From an optimization exercise on the open Yosys and OpenROAD flow, aimed at small area; shortcuts taken in it are not production practice. The RTL was checked by simulation tests, not by an equivalence proof against the original design. Power figures rest on the tool's default switching activity, not on a simulated workload.

**flow/flow/run.sh**
```bash
#!/bin/bash
# Standard ORFS layout (the standard.sh, standard synthesis unchanged), with the port
# buffers made of the smallest buffer cell instead of the resizer's default pick.
set -euo pipefail
bash standard.sh BUFFER_PORTS_ARGS="-buffer_cell sky130_fd_sc_hd__buf_1" finish > standard_flow.log 2>&1
```
**flow/standard.sh**
```bash
#!/bin/bash
# synth_recipe.tcl (not shown) runs the flow's synth.tcl, then flattens the netlist and writes it again
# the make line also repeats each setting of config.mk as NAME=value (left out here)
make -C /OpenROAD-flow-scripts/flow DESIGN_CONFIG=/design/flow/config.mk WORK_HOME=/design/flow/orfs CLKGATE_MAP_FILE= SYNTH_SCRIPT=/design/flow/synth_recipe.tcl "${@:-finish}"
```
**flow/config.mk**
```make
export PLATFORM = sky130hd
export DESIGN_NAME = stable_priority_queue
export DESIGN_NICKNAME = stable_priority_queue
export VERILOG_FILES = /design/flow/design.v
export SDC_FILE = /design/flow/constraint.sdc
export NUM_CORES = 4
export LEC_CHECK = 0
export CAP_MARGIN = 20
export CORE_MARGIN = 2
export CORE_UTILIZATION = 55
export CTS_BUF_LIST = sky130_fd_sc_hd__clkbuf_8
export CTS_CLUSTER_DIAMETER = 50
export CTS_CLUSTER_SIZE = 16
export SLEW_MARGIN = 20
```
**flow/constraint.sdc**
```tcl
create_clock -name core_clock -period 5.0 [get_ports {clk}]
set_input_delay 1.0000 -clock core_clock [delete_from_list [all_inputs] [get_ports {clk}]]
set_output_delay 1.0000 -clock core_clock [all_outputs]
set_load 0.01 [all_outputs]
```
**flow/design.v**
```verilog
`timescale 1ns / 1ps
package spq_pkg;
    localparam int VALUE_W     = 32;
    localparam int IN_PRIO_W   = 8;
    localparam int TOTAL_W     = 36;
    localparam int COUNT_OUT_W = 5;
    localparam logic [2:0] ACT_APPEND = 3'd0;
    localparam logic [2:0] ACT_INSERT = 3'd1;
    localparam logic [2:0] ACT_REMOVE = 3'd2;
    localparam logic [2:0] ACT_CLEAR  = 3'd3;
    localparam logic [1:0] ST_OK           = 2'd0;
    localparam logic [1:0] ST_DROPPED_FULL = 2'd1;
    localparam logic [1:0] ST_REMOVE_EMPTY = 2'd2;
endpackage
`timescale 1ns / 1ps
`timescale 1ns / 1ps
module stable_priority_queue (
    input  logic             clk,
    input  logic             rst_n,
    input  logic             item_valid,
    output logic             item_stall,
    input  logic [42:0]      item_bits,
    output logic             result_valid,
    input  logic             result_stall,
    output logic [77:0]      result_bits
);
    localparam int D  = 16;
    localparam int W  = 40;    
    logic [2:0]  act;
    logic [31:0] new_value;
    logic [7:0]  new_prio;
    assign act       = item_bits[42:40];
    assign new_value = item_bits[39:8];
    assign new_prio  = item_bits[7:0];
    logic [D-1:0][W-1:0] slot;       
    logic [4:0]          cnt;
    logic [35:0]         sum;
    logic                pend;
    logic                rv;
    logic [1:0]          st;
    logic accept, full, empty;
    logic is_app, is_ins, is_rem, is_clr;
    logic add_ok, rem_ok, clr, other;
    logic shl_all, zero0;
    assign item_stall = rv & result_stall;
    assign accept     = item_valid & ~item_stall;
    assign full   = cnt[4];
    assign empty  = (cnt == 5'd0);
    assign is_app = (act == spq_pkg::ACT_APPEND);
    assign is_ins = (act == spq_pkg::ACT_INSERT);
    assign is_rem = (act == spq_pkg::ACT_REMOVE);
    assign is_clr = (act == spq_pkg::ACT_CLEAR);
    assign add_ok = accept & (is_app | is_ins) & ~full;
    assign rem_ok = accept & is_rem & ~empty;
    assign clr    = accept & is_clr;
    assign other  = accept & ~add_ok & ~rem_ok & ~is_clr;
    assign shl_all = pend & (rem_ok | (other & ~empty));
    assign zero0   = clr | (other & pend & empty);
    function automatic logic less8n(input logic [7:0] a_n, input logic [7:0] b);
        less8n = 1'b0;
        for (int k = 0; k < 8; k++)
            less8n = (a_n[k] & b[k]) | (a_n[k] & less8n) | (b[k] & less8n);
    endfunction
    function automatic logic gt_const(input logic [4:0] a, input int c);
        gt_const = 1'b0;
        for (int k = 0; k < 5; k++)
            if (((c >> k) & 1) == 0)
                gt_const = a[k] | gt_const;
            else
                gt_const = a[k] & gt_const;
    endfunction
    logic [D-1:0] below;     
    logic [D-1:0] occ;       
    logic [D-1:0] lt;
    logic [D:0]   cand;
    logic [D+1:0] f;         
    logic [D:0]   h;         
    for (genvar i = 0; i < D; i++)
    begin : g_occ
        assign below[i] = gt_const(cnt, i);
        if (i == 0)
        begin : g0
            assign occ[i] = below[i] | pend;
        end
        else
        begin : gn
            assign occ[i] = pend ? below[i-1] : below[i];
        end
        assign lt[i] = less8n(slot[i][7:0], new_prio);
        if (i == 0)
        begin : c0
            assign cand[i] = ~pend & (occ[i] ? (is_ins & lt[i]) : 1'b1);
        end
        else
        begin : cn
            assign cand[i] = occ[i] ? (is_ins & lt[i]) : 1'b1;
        end
    end
    assign cand[D] = 1'b1;
    assign f[0] = 1'b0;
    for (genvar i = 1; i <= D + 1; i++)
    begin : g_f
        assign f[i] = |cand[i-1:0];
    end
    for (genvar i = 0; i <= D; i++)
    begin : g_h
        assign h[i] = cand[i] & ~f[i];
    end
    logic [D-1:0] s_l, s_r, s_n, s_h;
    for (genvar i = 0; i < D; i++)
    begin : g_sel
        assign s_n[i] = add_ok & (pend ? h[i+1] : h[i]);
        if (i == 0)
        begin : l0
            assign s_l[i] = 1'b0;
        end
        else
        begin : ln
            assign s_l[i] = add_ok & ~pend & f[i];
        end
        if (i == D - 1)
        begin : rl
            assign s_r[i] = 1'b0;
        end
        else
        begin : rn
            assign s_r[i] = shl_all | (add_ok & pend & ~f[i+2]);
        end
        if (i == 0)
        begin : h0
            assign s_h[i] = ~(s_n[i] | s_r[i] | zero0);
        end
        else
        begin : hn
            assign s_h[i] = ~(s_l[i] | s_n[i] | s_r[i]);
        end
    end
    logic [W-1:0] new_entry;
    assign new_entry = {new_value, ~new_prio};
    for (genvar i = 0; i < D; i++)
    begin : g_slot
        logic [W-1:0] left_e, right_e, d;
        if (i == 0)
        begin : a0
            assign left_e = '0;
        end
        else
        begin : an
            assign left_e = slot[i-1];
        end
        if (i == D - 1)
        begin : b0
            assign right_e = '0;
        end
        else
        begin : bn
            assign right_e = slot[i+1];
        end
        assign d = ({W{s_l[i]}} & left_e)   | ({W{s_r[i]}} & right_e) |
                   ({W{s_n[i]}} & new_entry) | ({W{s_h[i]}} & slot[i]);
        always_ff @(posedge clk)
        begin
            slot[i] <= d;
        end
    end
    logic [31:0] head_value;
    logic [31:0] opnd;
    logic [35:0] sum_next;
    assign head_value = pend ? slot[1][39:8] : slot[0][39:8];
    assign opnd = ({32{add_ok}} & new_value) | ({32{rem_ok}} & ~head_value);
    always_comb
    begin
        sum_next = sum + {{4{opnd[31]}}, opnd} + {35'd0, rem_ok};
        if (clr)
            sum_next = '0;
    end
    logic [4:0] cnt_next;
    always_comb
    begin
        cnt_next = cnt;
        if (clr)
            cnt_next = '0;
        else if (add_ok)
            cnt_next = cnt + 5'd1;
        else if (rem_ok)
            cnt_next = cnt - 5'd1;
    end
    always_ff @(posedge clk or negedge rst_n)
    begin
        if (!rst_n)
        begin
            cnt  <= '0;
            sum  <= '0;
            pend <= 1'b1;
            rv   <= 1'b0;
        end
        else
        begin
            cnt <= cnt_next;
            sum <= sum_next;
            rv  <= accept | (rv & result_stall);
            if (accept)
                pend <= rem_ok;
        end
    end
    always_ff @(posedge clk)
    begin
        if (accept)
        begin
            st <= (is_app | is_ins) & full ? spq_pkg::ST_DROPPED_FULL :
                  is_rem & empty           ? spq_pkg::ST_REMOVE_EMPTY :
                                             spq_pkg::ST_OK;
        end
    end
    assign result_valid = rv;
    assign result_bits  = {slot[0][39:8], pend | ~empty, cnt, sum, empty, full, st};
endmodule
```
==> results of run 1 <==
[state kept, by name (all words and copies together), names as in the netlist]
signal	cells
slot	640
sum	36
st	2
pend	1
rv	1
cnt	5
[final timing paths]
path | from | to | slack [ns]
worst max-delay path | item_bits[41] | sum[32] | 0.26
worst min-delay path | rst_n | sum[0] | 0.38
worst max register to register | cnt[1] | sum[32] | 0.29
worst min register to register | slot[106] | slot[66] | 0.45
max in group asynchronous | rst_n | sum[16] | 4.19
min in group core_clock | slot[106] | slot[66] | 0.45
[timing repair]
item / 4_1_cts / 5_1_grt
endpoints found under the setup margin: 0 / 1
resized for setup: 0 / 1
buffers inserted: 0 / 0
[area by class of cell]
type	count	share of cell area (%)
multi-input cells	2415	46.1
clock inverters	49	1.25
well taps	765	2.64
repair buffers	359	6.86
inverters	130	1.35
clock buffers	85	3.23
diodes	2	0.0138
flip-flops and latches	685	38.5
[metrics by stage]
stage | power [µW] | cells
final | 21200 | 4490
after global routing | 22300 | 4489
after CTS | 21000 | 4488
after detailed placement | 16900 | 4354
after global placement | 16600 | 4351
after floorplan | 14100 | 3620
[cells in the mapped netlist, types with 68 or more instances]
library cell / count / share of area [%]
dfxtp_1: 640 / 40
a221o_1: 208 / 6.4
nand2_1: 649 / 7.5
o21ai_0: 125 / 1.9
a21o_1: 68 / 1.6
o21ai_1: 86 / 1.3
inv_1: 126 / 1.5
a21oi_1: 83 / 1.3
a222oi_1: 331 / 10
a22oi_1: 101 / 2.3
clkbuf_1: 293 / 3.4
nor2_1: 110 / 1.3
a22o_1: 171 / 4.6
[worst max-delay path: cells and delay by family]
family,cells,cell delay [ns]
AOI/OAI and AO/OA,8,1.65
adders and majority gates,1,0.28
and+or+nand+nor,3,1.34
buffers and inverters,6,1.05
[kinds of logic after synthesis]
family,count (synthesis),synth area share (%)
AO/OA/AOI/OAI,1394,34.9
multiplexers,32,1.10
adder cells (fa/ha/maj),44,1.74
XOR/XNOR,28,0.757
buffers and inverters,520,6.69
flip-flops,685,43.0
AND/OR/NAND/NOR,917,11.7
[power by group]
part / switching [µW] / internal, µW / total (µW) / leakage [µW]
registers: 2500 / 7900 / 10400 / 0.00579
logic: 3730 / 2950 / 6680 / 0.00856
clock network: 2290 / 1850 / 4140 / 0.000846
total: 8520 / 12700 / 21200 / 0.0152
[layer usage]
| metal | global-route usage [%] | vias to the layer above |
|---|---|---|
| li1 | - | 14200 |
| met1 | 53.9 | 15900 |
| met4 | 21.9 | 2 |
| met5 | 0 | - |
| met2 | 63.9 | 2423 |
| met3 | 12.2 | 473 |
==> key figures, run 1 <==
Drt
  • Antenna Nets Post-Route: 0
  • Routed met2 length: 56900 µm
  • WL met1: 50400 µm
  • DR top layer: met5
  • DR DRC count: 0
  • DRT Pass-1 Iters: 10
  • Final wirelength: 131000 µm
  • DR vias: 33.0k
  • Via density: 7.34
  • Initial DRC Count: 5724
  • Detailed route wirelength on metal3: 17300 µm
  • Drt wl/cell: 29.3 µm

Critical path
  • CP max stage delay: 0.68 ns
  • Slowest cell on the critical path: or4b_2
  • Setup crit end kind: flop
  • Worst path arrival time: 5.32 ns
  • R2R depth: 19
  • Crit path launch type: input pin
  • Critical Path RT: 5.57 ns
  • Crit path max fanout: 4
  • CP cell instances: buf_1, buf_4, nor4_2, clkinv_1, buf_4, o22ai_1, ha_1, a21o_1, a211oi_1, buf_4, o211ai_1, buf_4, a221o_1, a21oi_1, a21oi_1, or4b_2, o21ai_0, nor3_1
  • CP most frequent cell: buf_4
  • Critical path class: input pin to flop

STA
  • Fin crit share: 94.9%
  • Worst setup margin: 0.256 ns
  • Hold violation total from the final report: 0
  • Skew final: 0.0407 ns
  • RSZ-0062 raised after global routing: false
  • Max Slew Vio Count: 0
  • TNS Setup: 0 ns
  • Final min period: 4.74 ns
  • Setup violations, final: 0
  • Fin Hold WS: 0.379 ns
  • Worst-Margin Slew: 1.18 ns
  • Max Fclk: 211 MHz
  • Headroom to the max-slew limit: 21.4%

Yosys
  • FF+latch count, synth: 685
  • EDFF count, synth: 2
  • Yosys cell types: 85
  • Post-synthesis cell count: 3620
  • Ys async rst share: 6.28%
  • Mean post-synth cell area: 8.95 µm²
  • Syn nets: 3707
  • Synth warn: 1
  • Main synth FF type: dfxtp_1
  • Seq/Total Area, Yosys: 43.0%
  • Synthesized cell area: 0.0324 mm²

Layout
  • Filler cell count: 4946
  • Most frequent cells in the layout: nand2_1, dfxtp_1, a222oi_1
  • Area grow syn2layout: 11.7%
  • Multi-input logic area: 0.0167 mm²
  • Layout cell share with drive strength beyond 1: 12.5%
  • Register area: 0.0139 mm²
  • Design area: 0.0362 mm²
  • Most common cell after layout, fill and taps aside: nand2_1
  • Nets: 3752
  • Final Core Density: 62.4%

Clocking
  • CTS buffer count: 74
  • Clock Latency Late Sink: 0.72 ns
  • CTS tree: built
  • CTS clk-pin slew, worst paths: 0.09 ns
  • Clock Sinks: 685
  • Hold Buf Count CTS: 0
  • CTS Buffer Depth: 3
  • CTS Root Cell: clkbuf_8
  • Htree depth: 3

Place
  • RePlAce Congestion: 0.975
  • DP Area: 0.0346 mm²
  • Detail Placement HPWL: 86900 µm
  • # port buffers: 126
  • Dpl ws: -0.428 ns

Floorplan
  • Die span in x: 247 µm
  • CORE AREA: 0.0580 mm²
  • I/O pins: 127
  • Die height: 247 µm
  • Die area: 0.0609 mm²
  • Initial Util: 55.8%
  • Site Rows: 88

Job
  • Max-cap violation count: 0

Global routing
  • Antenna violations before repair: 3
  • Vias in the first global route: 31.6k
  • GRT Residual Overflow: 0
  • GRT Overall Usage: 42.0%
  • Largest net degree at the start of global routing: 44
  • First-pass GRT wire length: 196000 µm

Worst hold path
  • Hold Crit Class: input pin to async pin

Status
  • Status: complete, no violations

Power
  • P_leak: 0.0152 µW
  • IR Drop Worst-Case VDD: 0.000360 V
  • Pwr dens: 586 mW/mm²
==> run 2, diff against run 1 <==
--- a/flow/config.mk
+++ b/flow/config.mk
@@ -7,7 +7,7 @@
 export LEC_CHECK = 0
 export CAP_MARGIN = 20
 export CORE_MARGIN = 2
-export CORE_UTILIZATION = 55
+export CORE_UTILIZATION = 65
 export CTS_BUF_LIST = sky130_fd_sc_hd__clkbuf_8
 export CTS_CLUSTER_DIAMETER = 50
 export CTS_CLUSTER_SIZE = 16
==> run 2 against run 1 <==
Effect of this change: setup slack got worse by 0.0051 ns; critical path depth unchanged; first-iteration DRC count increased by 21%; combinational power shrank 0.9%; worst hold slack worse by 0.037 ns; still clean; final cell count fell by 3.7%; largest power group unchanged.
==> key figures, run 2 <==
Critical path
  • Worst path arrival time: 5.38 ns
  • Crit path launch type: flop
  • CP Buf/Inv Count: 1
  • Slowest cell on the critical path: or4b_2
  • Cell family with most CP delay: compound AO/OA/AOI/OAI gates
  • Setup crit end kind: flop
  • Critical path class: flop to flop
  • Crit path max fanout: 5
  • CP max stage delay: 0.69 ns
  • CP Depth: 18
  • Critical Path RT: 5.63 ns
  • R2R depth: 18
  • CP cell instances: nor2_1, nand2_1, nor2_2, nor3_2, a22oi_1, fa_1, inv_1, fa_1, a21o_1, a21o_1, a211oi_1, o211ai_1, a221o_1, a21oi_1, a21oi_1, or4b_2, o21ai_0, nor3_1

Layout
  • Count of non-filler cells in the finished layout: 4322
  • Max reg flops: 640
  • Layout cell share with drive strength beyond 1: 10.9%
  • Reg with most FFs: slot
  • Filler cell count: 3836
  • Most common cell after layout, fill and taps aside: nand2_1
  • Area grow syn2layout: 9.48%
  • Largest regs: slot: 640 flops, sum: 36 flops, cnt: 5 flops
  • Nets: 3704
  • Most frequent cells in the layout: nand2_1, dfxtp_1, a222oi_1

Floorplan
  • I/O pins: 127
  • Site Rows: 81
  • Die span in x: 227 µm
  • Initial Util: 66.1%
  • CORE AREA: 0.0491 mm²
  • Die area: 0.0517 mm²
  • Die height: 227 µm

STA
  • Worst-Margin Slew: 1.16 ns
  • TNS Setup: 0 ns
  • Final min period: 4.75 ns
  • Fin Hold WS: 0.342 ns
  • Max Slew Vio Count: 0
  • Fin crit share: 95.0%
  • Setup violations, final: 0
  • RSZ-0062 raised after global routing: false
  • Max Fclk: 211 MHz
  • Headroom to the max-slew limit: 22.3%
  • Worst setup margin: 0.251 ns
  • Hold violation total from the final report: 0
  • Skew final: 0.0351 ns

Power
  • Pwr dens: 579 mW/mm²
  • IR Drop Worst-Case VDD: 0.000423 V
  • Total chip power: 20500 µW
  • P_leak: 0.0149 µW

Global routing
  • First-pass GRT wire length: 192000 µm
  • Antenna violations before repair: 3
  • Largest net degree at the start of global routing: 54
  • Vias in the first global route: 32.0k
  • GRT Residual Overflow: 0
  • GRT Overall Usage: 48.7%

Clocking
  • CTS buffer count: 59
  • Hold Buf Count CTS: 0
  • Htree depth: 2
  • CTS clk-pin slew, worst paths: 0.10 ns
  • CTS Buffer Depth: 3
  • CTS Root Cell: clkbuf_8
  • Clock Sinks: 685
  • Clock Latency Late Sink: 0.75 ns
  • CTS tree: built

Yosys
  • Compound-Gate Fraction of Synth Area: 34.9%
  • Synth warn: 1
  • Most common cell in the netlist: nand2_1
  • Synthesized cell area: 0.0324 mm²
  • Main synth FF type: dfxtp_1
  • FF+latch count, synth: 685
  • Top post-synthesis cells by area: dfxtp_1, a222oi_1, nand2_1, a221o_1, a22o_1
  • EDFF count, synth: 2
  • Seq/Total Area, Yosys: 43.0%
  • Ys async rst share: 6.28%
  • Top-area cell type share of the netlist area: 39.5%
  • Mux contribution to synthesized area: 1.10%
  • Adder-cell area share of the yosys netlist: 1.74%
  • Cell accounting for the most synthesized area: dfxtp_1
  • Yosys cell types: 85
  • Synth cell count leaders: nand2_1, dfxtp_1, a222oi_1, clkbuf_1, a221o_1
  • Largest family of logic cells by synthesized area: compound AO/OA/AOI/OAI gates
  • Post-synthesis xor/xnor area fraction: 0.757%
  • Mean post-synth cell area: 8.95 µm²
  • Post-synthesis cell count: 3620
  • Simple-gate area share of the yosys netlist: 11.7%
  • Syn nets: 3707

Place
  • RePlAce Congestion: 1.00
  • Dpl ws: -0.242 ns
  • # port buffers: 126
  • Detail Placement HPWL: 84200 µm
  • Placed cells: 4217

Drt
  • Drt wl/cell: 29.9 µm
  • Initial DRC Count: 6941
  • Via density: 7.80
  • DR vias: 33.7k
  • DR DRC count: 0
  • Final wirelength: 129000 µm
  • Antenna Nets Post-Route: 0
  • DRT Pass-1 Iters: 11

Worst hold path
  • Hold Crit Class: input pin to async pin

Status
  • Status: complete, no violations

Job
  • Max-cap violation count: 0
-- run 2: cell counts after synthesis --
No cell type changed its count.
-- run 2: final timing paths --
kind | slack [ns] | startpoint | to
setup / recovery | 0.25 | cnt[4] | sum[32]
hold / removal | 0.34 | rst_n | sum[34]
setup reg to reg | 0.25 | cnt[4] | sum[32]
hold reg to reg | 0.46 | slot[115] | slot[75]
max in group asynchronous | 4.23 | rst_n | sum[17]
min in group core_clock | 0.46 | slot[115] | slot[75]
-- run 2: metrics by stage --
stage	util (%)	instance area (µm²)
6_report	72.3	35500
3_3_place_gp	69.4	34100
4_1_cts	72.2	35400
3_5_place_dp	69.7	34200
2_1_floorplan	-	32400
5_1_grt	72.3	35500
-- run 2: cell families after synthesis --
| group | count (synthesis) |
|---|---|
| AOI/OAI and AO/OA | 1394 |
| and+or+nand+nor | 917 |
| xor gates and xnor gates | 28 |
| buffers and inverters | 520 |
| adders and majority gates | 44 |
| DFF | 685 |
| muxes | 32 |
-- run 2: where the power goes --
group	total, µW	switching, µW	internal (µW)
combinational	6620	3760	2870
sequential	10400	2530	7900
clock	3480	2080	1400
total	20500	8360	12200
-- run 2: layer usage --
metal | track usage, % | part of all wire (%)
met1 | 61.5 | 35
met3 | 14.6 | 16
met2 | 72.3 | 42
met4 | 32.3 | 7.4
met5 | 0.380 | 0.0077
-- run 2: timing repair --
item | CTS | global route
buffers inserted | 0 | 0
setup endpoints to repair | 0 | 1
resized for setup | 0 | 2
-- run 2: final cells by class --
| cell class | instances | area (µm²) | area share (%) |
|---|---|---|---|
| diodes | 2 | 5.00 | 0.0141 |
| clock buffers | 65 | 895 | 2.52 |
| clock inverters | 35 | 317 | 0.892 |
| inverters | 130 | 488 | 1.38 |
| multi-input cells | 2415 | 16700 | 47.1 |
| flip-flops and latches | 685 | 13900 | 39.3 |
| well taps | 664 | 831 | 2.34 |
| repair buffers | 326 | 2290 | 6.46 |
-- run 2: worst register-to-register path: stages, from the launching register on --
cell and delay [ns]:
dfrtp_1 0.39, nor2_1 0.17, nand2_1 0.11, nor2_2 0.21
nor3_2 0.13, a22oi_1 0.24, fa_1 0.24, inv_1 0.06
fa_1 0.42, a21o_1 0.18, a21o_1 0.19, a211oi_1 0.39
o211ai_1 0.23, a221o_1 0.41, a21oi_1 0.21, a21oi_1 0.18
or4b_2 0.69, o21ai_0 0.10, nor3_1 0.07
==> run 3, diff against run 2 <==
--- a/flow/config.mk
+++ b/flow/config.mk
@@ -11,4 +11,5 @@
 export CTS_BUF_LIST = sky130_fd_sc_hd__clkbuf_8
 export CTS_CLUSTER_DIAMETER = 50
 export CTS_CLUSTER_SIZE = 16
+export GPL_ROUTABILITY_DRIVEN = 0
 export SLEW_MARGIN = 20
==> run 3 against run 2 <==
Effect of this change: global-route usage down 1.6 points; setup slack got worse by 0.043 ns; wire length fell by 3.4%.
==> key figures, run 3 <==
STA
  • Setup violations, final: 0
  • Final min period: 4.79 ns
  • Skew final: 0.0612 ns
  • RSZ-0062 raised after global routing: false
  • Headroom to the max-slew limit: 18.2%
  • Max Slew Vio Count: 0
  • Max Fclk: 209 MHz
  • Hold violation total from the final report: 0
  • Fin crit share: 95.8%
  • Worst-Margin Slew: 1.22 ns

Place
  • DP Area: 0.0340 mm²
  • Detail Placement HPWL: 80800 µm
  • # port buffers: 126

Drt
  • Initial DRC Count: 6949
  • Drt wl/cell: 28.9 µm
  • DR DRC count: 0
  • Final wirelength: 125000 µm
  • Antenna Nets Post-Route: 0
  • DR vias: 33.2k
  • DRT Pass-1 Iters: 14
  • Via density: 7.71

Yosys
  • Main synth FF type: dfxtp_1
  • Mean post-synth cell area: 8.95 µm²
  • Ys async rst share: 6.28%
  • Adder-cell area share of the yosys netlist: 1.74%
  • Most common cell in the netlist: nand2_1
  • Yosys cell types: 85
  • Syn nets: 3707
  • Simple-gate area share of the yosys netlist: 11.7%
  • EDFF count, synth: 2
  • Synthesized cell area: 0.0324 mm²
  • Compound-Gate Fraction of Synth Area: 34.9%
  • Synth cell count leaders: nand2_1, dfxtp_1, a222oi_1, clkbuf_1, a221o_1
  • FF+latch count, synth: 685
  • Cell accounting for the most synthesized area: dfxtp_1
  • Top post-synthesis cells by area: dfxtp_1, a222oi_1, nand2_1, a221o_1, a22o_1
  • Synth warn: 1
  • Mux contribution to synthesized area: 1.10%
  • Post-synthesis cell count: 3620
  • Largest family of logic cells by synthesized area: compound AO/OA/AOI/OAI gates
  • Seq/Total Area, Yosys: 43.0%
  • Top-area cell type share of the netlist area: 39.5%
  • Post-synthesis xor/xnor area fraction: 0.757%

Clocking
  • Hold Buf Count CTS: 0
  • CTS buffer count: 60
  • CTS Buffer Depth: 3
  • CTS tree: built
  • Htree depth: 2
  • Clock Sinks: 685
  • CTS Root Cell: clkbuf_8
  • Clock Latency Late Sink: 0.76 ns
  • CTS clk-pin slew, worst paths: 0.11 ns

Layout
  • Max reg flops: 640
  • Layout cell share with drive strength beyond 1: 10.7%
  • Area grow syn2layout: 9.82%
  • Design area: 0.0356 mm²
  • Most common cell after layout, fill and taps aside: nand2_1
  • Largest regs: slot: 640 flops, sum: 36 flops, cnt: 5 flops
  • Reg with most FFs: slot
  • Most frequent cells in the layout: nand2_1, dfxtp_1, a222oi_1
  • Nets: 3696

Job
  • Max-cap violation count: 0

Floorplan
  • Die area: 0.0517 mm²
  • Site Rows: 81
  • Die height: 227 µm
  • Die span in x: 227 µm
  • CORE AREA: 0.0491 mm²
  • Initial Util: 66.1%
  • I/O pins: 127

Critical path
  • Setup crit end kind: flop
  • Crit path max fanout: 5
  • Worst path arrival time: 5.43 ns
  • Critical Path RT: 5.64 ns
  • Crit path launch type: flop
  • Critical path class: flop to flop

Global routing
  • Antenna violations before repair: 1
  • First-pass GRT wire length: 187000 µm
  • Largest net degree at the start of global routing: 54
  • Met3 Use GR: 14.7%
  • GR Util met1: 57.6%
  • Vias in the first global route: 31.5k
  • GRT Overall Usage: 47.1%
  • Met2 usage: 70.8%
  • GRT Residual Overflow: 0
  • Most Used Layer, Global Route: met2

Power
  • IR Drop Worst-Case VDD: 0.000458 V
  • P_leak: 0.0149 µW
  • Total chip power: 20900 µW
  • Pwr dens: 586 mW/mm²

Status
  • Status: complete, no violations

Worst hold path
  • Hold Crit Class: input pin to async pin
[run 3: final cells by class]
| class | instances | area, µm² |
|---|---|---|
| clock buffers | 64 | 881 |
| fillers | 3756 | 13500 |
| repair buffers | 317 | 2200 |
| multi-input cells | 2415 | 16700 |
| inverters | 130 | 488 |
| flip-flops and latches | 685 | 13900 |
| clock inverters | 36 | 543 |
| well taps | 664 | 831 |
| diodes | 1 | 2.50 |
[run 3: worst max-delay path, stage by stage (launching register included)]
cell,delay [ns]
dfrtp_1,0.41
nor2_1,0.26
nand2_1,0.22
nor2_1,0.25
nor3_2,0.14
a22oi_2,0.27
fa_1,0.26
inv_1,0.06
fa_1,0.41
a21o_1,0.17
a21o_1,0.19
a211oi_1,0.29
o211ai_1,0.20
a221o_1,0.39
a21oi_1,0.18
a21oi_1,0.15
or4b_2,0.65
o21ai_0,0.10
nor3_1,0.07
[run 3: stage by stage]
stage	setup slack [ns]	utilization [%]	TNS, ns	std cells	hold WS, ns
2_1_floorplan	0.0380	-	0	3620	0.427
3_3_place_gp	0.0171	69.4	0	4205	0.434
3_5_place_dp	-0.0777	69.4	-0.0777	4206	0.439
4_1_cts	0.196	72.3	0	4306	0.333
5_1_grt	0.00880	72.5	0	4311	0.397
6_report	0.208	72.5	0	4312	0.341
[run 3: final timing paths]
path / from / to / slack (ns) / cells after the start
setup / recovery: cnt[1] / sum[32] / 0.21 / 18
max in group asynchronous: rst_n / sum[28] / 4.20 / 2
min in group core_clock: slot[113] / slot[73] / 0.45 / 2
hold reg to reg: slot[113] / slot[73] / 0.45 / 2
setup reg to reg: cnt[1] / sum[32] / 0.21 / 18
hold / removal: rst_n / cnt[1] / 0.34 / 2
[run 3: repair_timing]
action	4_1_cts	5_1_grt
resized for setup	0	1
setup buffers	0	0
endpoints found under the setup margin	0	2
[run 3: per-layer routing]
layer / vias to the layer above / part of all wire, %
met5: - / 0.037
met4: 2 / 7.8
met3: 694 / 15
met2: 2853 / 42
met1: 15700 / 35
li1: 14000 / -
[run 3: cell families after synthesis]
logic type / Yosys count
compound gates: 1394
fa+ha+maj: 44
simple gates: 917
mux: 32
flops: 685
xor+xnor: 28
buf+inv: 520
[run 3: report_power, final]
group	internal, µW	leakage [µW]	switching, µW
Clock	1810	0.000734	2110
Combinational	2870	0.00837	3710
Sequential	7900	0.00579	2460
Total	12600	0.0149	8280
==> run 4, diff against run 3 <==
--- a/flow/config.mk
+++ b/flow/config.mk
@@ -7,9 +7,8 @@
 export LEC_CHECK = 0
 export CAP_MARGIN = 20
 export CORE_MARGIN = 2
-export CORE_UTILIZATION = 65
+export CORE_UTILIZATION = 70
 export CTS_BUF_LIST = sky130_fd_sc_hd__clkbuf_8
 export CTS_CLUSTER_DIAMETER = 50
 export CTS_CLUSTER_SIZE = 16
-export GPL_ROUTABILITY_DRIVEN = 0
 export SLEW_MARGIN = 20
==> run 4 against run 3 <==
Effect of this change: highest routed layer is now met4; area after synthesis unchanged; clock skew down 0.010 ns; non-clock buffer count up 15; still clean; combinational power up 1%; critical endpoint unchanged; core utilization up 5.0 points; first-iteration DRC count up 6.8%.
==> key figures, run 4 <==
Drt
  • Initial DRC Count: 7422
  • Via density: 7.92
  • Routed met2 length: 52000 µm
  • DRT Pass-1 Iters: 14
  • Antenna Nets Post-Route: 0
  • DR vias: 33.7k
  • Final wirelength: 126000 µm
  • DR DRC count: 0
  • Drt wl/cell: 29.5 µm
  • Detailed route wirelength on metal3: 20800 µm
  • DR top layer: met4
  • WL met1: 42300 µm

Power
  • Pwr dens: 575 mW/mm²
  • IR Drop Worst-Case VDD: 0.000424 V
  • Seq pwr share: 51.0%
  • Fraction of power consumed by combinational cells: 32.7%
  • Clk pwr share: 16.3%
  • Internal: 12000 µW
  • Sw Share: 40.8%
  • P_leak: 0.0148 µW
  • Total chip power: 20300 µW
  • Sw power: 8290 µW

Global routing
  • Antenna violations before repair: 0
  • First-pass GRT wire length: 188000 µm
  • Vias in the first global route: 32.6k
  • GRT Overall Usage: 50.7%
  • Largest net degree at the start of global routing: 44
  • GRT Residual Overflow: 0

Layout
  • Layout cell share with drive strength beyond 1: 10.8%
  • Area grow syn2layout: 9.00%
  • Nets: 3708
  • Final Core Density: 77.5%
  • Reg with most FFs: slot
  • Most common cell after layout, fill and taps aside: nand2_1
  • Most frequent cells in the layout: nand2_1, dfxtp_1, a222oi_1
  • Largest regs: slot: 640 flops, sum: 36 flops, cnt: 5 flops
  • Max reg flops: 640

Clocking
  • CTS Root Cell: clkbuf_8
  • Clock Sinks: 685
  • CTS clk-pin slew, worst paths: 0.10 ns
  • Setup bufs post-CTS: 0
  • CTS buffer count: 57
  • CTS tree: built
  • # resized after CTS: 0
  • Hold Buf Count CTS: 0
  • CTS Buffer Depth: 3
  • Clock Latency Late Sink: 0.78 ns
  • Htree depth: 2

Floorplan
  • Die span in x: 219 µm
  • Die height: 219 µm
  • Die area: 0.0480 mm²
  • CORE AREA: 0.0456 mm²
  • I/O pins: 127
  • Initial Util: 71.1%
  • Site Rows: 78

STA
  • Fin crit share: 93.0%
  • Max Fclk: 215 MHz
  • Setup violations, final: 0
  • Worst-Margin Slew: 1.29 ns
  • Skew final: 0.0507 ns
  • RSZ-0062 raised after global routing: false
  • Fin Hold WS: 0.329 ns
  • Worst setup margin: 0.348 ns
  • Max Slew Vio Count: 0
  • Hold violation total from the final report: 0
  • Headroom to the max-slew limit: 14.1%
  • Final min period: 4.65 ns

Job
  • Max-cap violation count: 0

Place
  • RePlAce Congestion: 1.03
  • Detail Placement HPWL: 81500 µm
  • Dpl ws: -0.227 ns
  • # port buffers: 126

Yosys
  • Top post-synthesis cells by area: dfxtp_1, a222oi_1, nand2_1, a221o_1, a22o_1
  • Syn nets: 3707
  • Ys async rst share: 6.28%
  • Mean post-synth cell area: 8.95 µm²
  • Main synth FF type: dfxtp_1
  • Post-synthesis cell count: 3620
  • Most common cell in the netlist: nand2_1
  • Synthesized cell area: 0.0324 mm²
  • Yosys cell types: 85
  • Synth cell count leaders: nand2_1, dfxtp_1, a222oi_1, clkbuf_1, a221o_1
  • FF+latch count, synth: 685
  • EDFF count, synth: 2
  • Seq/Total Area, Yosys: 43.0%
  • Synth warn: 1
  • Cell accounting for the most synthesized area: dfxtp_1
  • Top-area cell type share of the netlist area: 39.5%

Critical path
  • CP Buf/Inv Count: 2
  • Slowest cell on the critical path: or4b_2
  • CP cell instances: buf_4, nor4_2, clkinv_1, o22ai_1, ha_1, a21o_1, a21o_1, a211oi_1, o211ai_1, a221o_1, a21oi_1, a21oi_1, or4b_2, o21ai_0, nor3_1
  • Setup crit end kind: flop
  • Crit path max fanout: 15
  • CP max stage delay: 0.65 ns
  • Crit path launch type: flop
  • Critical path class: flop to flop
  • Critical Path RT: 5.63 ns
  • Worst path arrival time: 5.28 ns
  • Cell family with most CP delay: compound AO/OA/AOI/OAI gates

Status
  • Status: complete, no violations

Worst hold path
  • Hold Crit Class: input pin to async pin
run 4: worst register-to-register path, cell delays in order (launching register included):
cell and delay [ns]:
dfrtp_1 0.39, buf_4 0.20, nor4_2 0.53, clkinv_1 0.35, o22ai_1 0.26, ha_1 0.28
a21o_1 0.21, a21o_1 0.20, a211oi_1 0.36, o211ai_1 0.22, a221o_1 0.38, a21oi_1 0.17
a21oi_1 0.13, or4b_2 0.65, o21ai_0 0.11, nor3_1 0.08
run 4: cell families after synthesis:
group / after synthesis / synth area share [%]
simple gates: 917 / 11.7
xor+xnor: 28 / 0.757
fa+ha+maj: 44 / 1.74
buf+inv: 520 / 6.69
flops: 685 / 43.0
compound gates: 1394 / 34.9
mux: 32 / 1.10
run 4: cell type report:
type | instances | area [µm²]
sequential | 685 | 13900
multi-input combinational | 2415 | 16700
inverter | 130 | 488
fill | 3220 | 10300
antenna | 1 | 2.50
tap | 600 | 751
clock buffer | 60 | 826
clock inverter | 33 | 284
timing repair buffer | 332 | 2320
run 4: final timing paths:
check | start | cells past startpoint | slack, ns | endpoint
worst max-delay path | cnt[4] | 15 | 0.35 | sum[32]
worst min-delay path | rst_n | 2 | 0.33 | sum[2]
worst max register to register | cnt[4] | 15 | 0.35 | sum[32]
worst min register to register | slot[316] | 2 | 0.46 | slot[316]
max in group asynchronous | rst_n | 2 | 4.23 | sum[34]
min in group core_clock | slot[316] | 2 | 0.46 | slot[316]
run 4: through the flow:
stage	TNS (ns)	cell area, µm²	instances
CTS	0	35300	4255
detailed placement	-0.344	34200	4162
finish	0	35300	4256
floorplan	0	32400	3620
global placement	-0.174	34000	4153
global route	0	35300	4255
run 4: layer usage:
layer / vias to the layer above / GRT usage (%)
met4: 0 / 36.0
li1: 14100 / -
met2: 3189 / 75.1
met5: - / 0
met1: 15600 / 60.8
met3: 877 / 19.0
run 4: power by group through the flow:
stage / Combinational, µW / Clock [µW] / Sequential (µW)
after CTS: 6410 / 3260 / 10200
after global routing: 7110 / 3460 / 10600
after detailed placement: 6380 / 0 / 10300
after global placement: 6060 / 0 / 10200
final: 6650 / 3310 / 10400
after floorplan: 4540 / 0 / 9600
==> run 5, diff against run 4 <==
--- a/flow/config.mk
+++ b/flow/config.mk
@@ -7,8 +7,8 @@
 export LEC_CHECK = 0
 export CAP_MARGIN = 20
 export CORE_MARGIN = 2
-export CORE_UTILIZATION = 70
+export CORE_UTILIZATION = 65
 export CTS_BUF_LIST = sky130_fd_sc_hd__clkbuf_8
-export CTS_CLUSTER_DIAMETER = 50
-export CTS_CLUSTER_SIZE = 16
+export CTS_CLUSTER_DIAMETER = 40
+export CTS_CLUSTER_SIZE = 20
 export SLEW_MARGIN = 20
==> run 5 against run 4 <==
Effect of this change: still clean on timing, DRC and antenna; via count grew 1.4%; critical path depth is the same; final cell count grew 3.1%; area after synthesis is the same; worst hold slack gained 0.0047 ns; register-to-register slack lost 0.11 ns; highest routed layer is now met5.
==> key figures, run 5 <==
Status
  • Status: complete, no violations

Floorplan
  • Initial Util: 66.1%
  • I/O pins: 127
  • CORE AREA: 0.0491 mm²
  • Site Rows: 81
  • Die span in x: 227 µm
  • Die area: 0.0517 mm²
  • Die height: 227 µm

Critical path
  • Critical path class: flop to flop
  • Crit path max fanout: 15
  • R2R setup slack: 0.24 ns
  • Setup crit end kind: flop
  • Slowest cell on the critical path: or4b_2
  • Critical Path RT: 5.62 ns
  • Crit path launch type: flop
  • CP cell instances: buf_4, nor4_2, clkinv_1, o22ai_1, ha_1, a21o_1, a21o_1, a211oi_1, o211ai_1, a221o_1, a21oi_1, a21oi_1, or4b_2, o21ai_0, nor3_1
  • CP max stage delay: 0.68 ns
  • Worst path arrival time: 5.38 ns

STA
  • Headroom to the max-slew limit: 21.9%
  • RSZ-0062 raised after global routing: false
  • Setup violations, final: 0
  • Worst setup margin: 0.239 ns
  • TNS Setup: 0 ns
  • Final min period: 4.76 ns
  • Worst-Margin Slew: 1.17 ns
  • Max Fclk: 210 MHz
  • Fin crit share: 95.2%
  • Skew final: 0.0563 ns
  • Hold violation total from the final report: 0
  • Max Slew Vio Count: 0

Drt
  • Detailed route wirelength on metal3: 21600 µm
  • Via density: 7.79
  • DR vias: 34.2k
  • Initial DRC Count: 7270
  • Final wirelength: 131000 µm
  • DRT Pass-1 Iters: 12
  • DR top layer: met5
  • Drt wl/cell: 29.9 µm
  • DR DRC count: 0
  • Routed met2 length: 54000 µm
  • Antenna Nets Post-Route: 0
  • WL met1: 45300 µm

Clocking
  • CTS tree: built
  • Clock Latency Late Sink: 0.77 ns
  • CTS clk-pin slew, worst paths: 0.09 ns
  • CTS Buffer Depth: 3
  • Htree depth: 3
  • CTS Root Cell: clkbuf_8
  • Clock Sinks: 685
  • Setup bufs post-CTS: 0
  • CTS buffer count: 90

Yosys
  • Main synth FF type: dfxtp_1
  • Mux contribution to synthesized area: 1.10%
  • Top post-synthesis cells by area: dfxtp_1, a222oi_1, nand2_1, a221o_1, a22o_1
  • Most common cell in the netlist: nand2_1
  • Largest family of logic cells by synthesized area: compound AO/OA/AOI/OAI gates
  • Post-synthesis cell count: 3620
  • Compound-Gate Fraction of Synth Area: 34.9%
  • Seq/Total Area, Yosys: 43.0%
  • Ys async rst share: 6.28%
  • Yosys cell types: 85
  • Simple-gate area share of the yosys netlist: 11.7%
  • FF+latch count, synth: 685
  • Adder-cell area share of the yosys netlist: 1.74%
  • Post-synthesis xor/xnor area fraction: 0.757%
  • Synth cell count leaders: nand2_1, dfxtp_1, a222oi_1, clkbuf_1, a221o_1
  • Top-area cell type share of the netlist area: 39.5%
  • Syn nets: 3707
  • Mean post-synth cell area: 8.95 µm²
  • Synthesized cell area: 0.0324 mm²
  • Cell accounting for the most synthesized area: dfxtp_1
  • EDFF count, synth: 2
  • Synth warn: 1

Global routing
  • GRT Overall Usage: 49.6%
  • Antenna violations before repair: 2
  • Largest net degree at the start of global routing: 54
  • GRT Residual Overflow: 0
  • First-pass GRT wire length: 195000 µm
  • Vias in the first global route: 32.5k

Layout
  • Count of non-filler cells in the finished layout: 4388
  • Max reg flops: 640
  • Area grow syn2layout: 12.2%
  • Nets: 3735
  • Largest regs: slot: 640 flops, sum: 36 flops, cnt: 5 flops
  • Most frequent cells in the layout: nand2_1, dfxtp_1, a222oi_1
  • Most common cell after layout, fill and taps aside: nand2_1
  • Layout cell share with drive strength beyond 1: 12.6%
  • Reg with most FFs: slot

Place
  • RePlAce Congestion: 1.00
  • Detail Placement HPWL: 84200 µm
  • Dpl ws: -0.242 ns
  • # port buffers: 126
  • Placed cells: 4217

Job
  • Max-cap violation count: 0

Power
  • P_leak: 0.0153 µW
  • IR Drop Worst-Case VDD: 0.000450 V
  • Pwr dens: 607 mW/mm²

Worst hold path
  • Hold Crit Class: input pin to async pin
-- run 5: worst max-delay path, delay by kind of cell, from the launching register on --
family                     cells  cell delay (ns)
adders and majority gates      1             0.30
and+or+nand+nor                3             1.28
DFF                            1             0.39
AOI/OAI and AO/OA              9             2.14
buffers and inverters          2             0.51
-- run 5: power by group --
| group | total (µW) | internal [µW] | switching, µW |
|---|---|---|---|
| Combinational | 6650 | 2870 | 3780 |
| Clock | 4960 | 2390 | 2580 |
| Sequential | 10500 | 7900 | 2550 |
-- run 5: through the flow --
stage,utilization [%],hold WS (ns),area [µm²],total power [µW]
2_1_floorplan,-,0.427,32400,14100
3_3_place_gp,69.4,0.433,34100,16400
3_5_place_dp,69.7,0.439,34200,16700
4_1_cts,74.0,0.345,36300,21600
5_1_grt,74.1,0.383,36400,23000
6_report,74.1,0.334,36400,22100
-- run 5: cell families after synthesis --
family	count (synthesis)
AOI/OAI and AO/OA	1394
xor gates and xnor gates	28
adders and majority gates	44
buffers and inverters	520
DFF	685
muxes	32
and+or+nand+nor	917
-- run 5: metal layers --
| layer | track usage, % | up-vias |
|---|---|---|
| met2 | 72.9 | 3239 |
| met1 | 61.3 | 16000 |
| met5 | 0 | - |
| met3 | 17.3 | 801 |
| met4 | 33.1 | 2 |
| li1 | - | 14200 |
-- run 5: layout make-up --
| type | instances | area [µm²] |
|---|---|---|
| fillers | 3720 | 12700 |
| multi-input cells | 2415 | 16700 |
| clock buffers | 94 | 1290 |
| flip-flops and latches | 685 | 13900 |
| clock inverters | 73 | 816 |
| diodes | 1 | 2.50 |
| inverters | 130 | 488 |
| repair buffers | 326 | 2300 |
| well taps | 664 | 831 |
-- run 5: timing repair --
action,in CTS,in global routing
hold buffers,0,0
endpoints found under the setup margin,0,1
gates resized for setup,0,1
-- run 5: worst paths after layout --
kind,start,end,cells past startpoint
worst max-delay path,cnt[4],sum[32],15
worst min-delay path,rst_n,sum[0],2
worst max register to register,cnt[4],sum[32],15
worst min register to register,slot[115],slot[75],2
max in group asynchronous,rst_n,sum[24],2
min in group core_clock,slot[115],slot[75],2
==> run 6, diff against run 5 <==
==> flow/config.mk (replaced) <==
export PLATFORM = sky130hd
export DESIGN_NAME = stable_priority_queue
export DESIGN_NICKNAME = stable_priority_queue
export VERILOG_FILES = /design/flow/design.v
export SDC_FILE = /design/flow/constraint.sdc
export NUM_CORES = 4
export LEC_CHECK = 0
export CAP_MARGIN = 10
export CORE_MARGIN = 2
export CORE_UTILIZATION = 65
export CTS_BUF_LIST = sky130_fd_sc_hd__clkbuf_8
export CTS_CLUSTER_DIAMETER = 50
export CTS_CLUSTER_SIZE = 16
export SLEW_MARGIN = 10
==> run 6 against run 5 <==
Effect of this change: sequential share of layout area rose by 1.1 points; worst hold slack improved by 0.017 ns; maximum frequency barely moved; clock skew fell by 0.026 ns; final area fell by 2.7%; critical path depth rose by 3; combinational power barely moved; critical endpoint unchanged; largest cell class unchanged; largest power group unchanged.
==> key figures, run 6 <==
Layout
  • Area grow syn2layout: 9.15%
  • Final Core Density: 72.1%
  • Filler cell count: 3852
  • Multi-input logic area: 0.0167 mm²
  • Largest regs: slot: 640 flops, sum: 36 flops, cnt: 5 flops
  • Layout cell share with drive strength beyond 1: 10.8%
  • Reg with most FFs: slot
  • Max reg flops: 640
  • Nets: 3701
  • Most common cell after layout, fill and taps aside: nand2_1
  • Most frequent cells in the layout: nand2_1, dfxtp_1, a222oi_1
  • Register area: 0.0139 mm²
  • Count of non-filler cells in the finished layout: 4320

Global routing
  • First-pass GRT wire length: 192000 µm
  • Antenna violations before repair: 4
  • GRT Residual Overflow: 0
  • Largest net degree at the start of global routing: 54
  • GRT Overall Usage: 48.7%
  • Vias in the first global route: 31.9k

Floorplan
  • Die span in x: 227 µm
  • Initial Util: 66.1%
  • I/O pins: 127
  • Die area: 0.0517 mm²
  • CORE AREA: 0.0491 mm²
  • Site Rows: 81
  • Die height: 227 µm

Critical path
  • Slowest cell on the critical path: or4b_2
  • Cell family with most CP delay: compound AO/OA/AOI/OAI gates
  • Setup crit end kind: flop
  • Critical path class: flop to flop
  • R2R setup slack: 0.23 ns
  • CP Buf/Inv Count: 1
  • CP max stage delay: 0.68 ns
  • Crit path max fanout: 5
  • Crit path launch type: flop
  • Worst path arrival time: 5.37 ns
  • Critical Path RT: 5.61 ns
  • CP cell instances: nor2_1, nand2_1, nor2_1, nor3_2, a22oi_1, fa_1, inv_1, fa_1, a21o_1, a21o_1, a211oi_2, o211ai_1, a221o_1, a21oi_1, a21oi_1, or4b_2, o21ai_0, nor3_1

Yosys
  • Most common cell in the netlist: nand2_1
  • Synthesized cell area: 0.0324 mm²
  • Top post-synthesis cells by area: dfxtp_1, a222oi_1, nand2_1, a221o_1, a22o_1
  • Synth warn: 1
  • Main synth FF type: dfxtp_1
  • Synth cell count leaders: nand2_1, dfxtp_1, a222oi_1, clkbuf_1, a221o_1
  • Seq/Total Area, Yosys: 43.0%
  • Post-synthesis cell count: 3620
  • FF+latch count, synth: 685
  • Syn nets: 3707
  • Mean post-synth cell area: 8.95 µm²
  • Yosys cell types: 85
  • EDFF count, synth: 2
  • Ys async rst share: 6.28%
  • Top-area cell type share of the netlist area: 39.5%
  • Cell accounting for the most synthesized area: dfxtp_1

STA
  • TNS Setup: 0 ns
  • Fin Hold WS: 0.351 ns
  • Worst-Margin Slew: 1.26 ns
  • Max Fclk: 210 MHz
  • Final min period: 4.77 ns
  • Fin crit share: 95.3%
  • RSZ-0062 raised after global routing: false
  • Skew final: 0.0305 ns
  • Headroom to the max-slew limit: 15.5%
  • Setup violations, final: 0
  • Hold violation total from the final report: 0
  • Max Slew Vio Count: 0

Drt
  • Initial DRC Count: 7044
  • Antenna Nets Post-Route: 0
  • DRT Pass-1 Iters: 13
  • Via density: 7.84
  • DR vias: 33.9k
  • Drt wl/cell: 29.9 µm
  • DR DRC count: 0
  • Final wirelength: 129000 µm

Clocking
  • Clock Sinks: 685
  • Setup bufs post-CTS: 0
  • CTS Root Cell: clkbuf_8
  • CTS Buffer Depth: 3
  • Clock Latency Late Sink: 0.74 ns
  • Hold Buf Count CTS: 0
  • CTS buffer count: 59
  • # resized after CTS: 0
  • Htree depth: 2
  • CTS clk-pin slew, worst paths: 0.10 ns
  • CTS tree: built

Place
  • Detail Placement HPWL: 83600 µm
  • Placed cells: 4213
  • # port buffers: 126
  • RePlAce Congestion: 1.00

Power
  • Pwr dens: 579 mW/mm²
  • Sw Share: 40.8%
  • Clk pwr share: 16.7%
  • P_leak: 0.0148 µW
  • IR Drop Worst-Case VDD: 0.000392 V
  • Seq pwr share: 51.0%
  • Fraction of power consumed by combinational cells: 32.4%
  • Sw power: 8340 µW
  • Internal: 12100 µW

Status
  • Status: complete, no violations

Worst hold path
  • Hold Crit Class: input pin to async pin

Job
  • Max-cap violation count: 0
run 6: cell counts after synthesis:
Identical to the previous run, type by type.
run 6: path summary, 6_finish.rpt:
path                                start  endpoint  depth (start not counted)
worst max-delay path               cnt[4]   sum[32]                         18
worst min-delay path                rst_n    sum[3]                          2
worst max register to register     cnt[4]   sum[32]                         18
worst min register to register  slot[115]  slot[75]                          2
max in group asynchronous           rst_n   sum[14]                          2
min in group core_clock         slot[115]  slot[75]                          2
run 6: layer usage:
metal	vias up	wire [µm]	GRT usage [%]
li1	14000	-	-
met1	15800	44300	61.5
met2	3219	53400	71.5
met3	794	21100	14.8
met4	2	10200	33.0
met5	-	54	0
run 6: final cells by class:
cell class / count / area share, %
diodes: 4 / 0.0283
clock buffers: 63 / 2.45
clock inverters: 36 / 0.884
inverters: 130 / 1.38
multi-input cells: 2415 / 47.2
flip-flops and latches: 685 / 39.4
well taps: 664 / 2.35
repair buffers: 323 / 6.28
run 6: power groups by stage:
stage,sequential [µW],clock (µW),combinational [µW]
after floorplan,9600,0,4540
after global placement,10200,0,6120
after CTS,10300,3390,6390
final,10400,3410,6630
after detailed placement,10400,0,6370
after global routing,10600,3590,7140
run 6: kinds of logic after synthesis:
logic type / Yosys count / share of synthesized area [%]
buffers and inverters: 520 / 6.69
DFF: 685 / 43.0
AOI/OAI and AO/OA: 1394 / 34.9
xor gates and xnor gates: 28 / 0.757
muxes: 32 / 1.10
adders and majority gates: 44 / 1.74
and+or+nand+nor: 917 / 11.7
run 6: metrics by stage:
stage	setup WS (ns)	cell area, µm²	total power, µW
3_5_place_dp	-0.247	34100	16700
4_1_cts	0.250	35300	20000
5_1_grt	0.0263	35400	21400
2_1_floorplan	0.0380	32400	14100
3_3_place_gp	-0.0719	34100	16400
6_report	0.235	35400	20500

separate check: timing with driven ports:
Ports are ideal in the flow. The routed layouts listed here were re-timed in OpenROAD. Step 1, drivers: a clkbuf_16 drives clk and a buf_2 each remaining input, both assumed. Step 2 also shifts input and output timing later by t, the mid clock arrival at the registers, as if the neighbouring blocks saw the same clock. a / b / c = no drivers / after step 1 / after step 2; a / b = the first two.
run	t (ns)	setup WS [ns]	cell pins on the clock port's net
run 1	0.768	0.256 / 0.286 / -0.476	1
run 2	0.799	0.251 / 0.251 / -0.414	1
run 3	0.792	0.208 / 0.208 / -0.281	1
run 4	0.817	0.348 / 0.348 / -0.357	1
run 5	0.800	0.239 / 0.239 / -0.469	1
run 6	0.787	0.235 / 0.235 / -0.394	1
With both steps, setup timing fails in every run listed, where it was met with ideal ports. For run 1, which loses most, drivers alone change the setup slack by +0.030 ns; drivers and shift together by -0.732 ns.
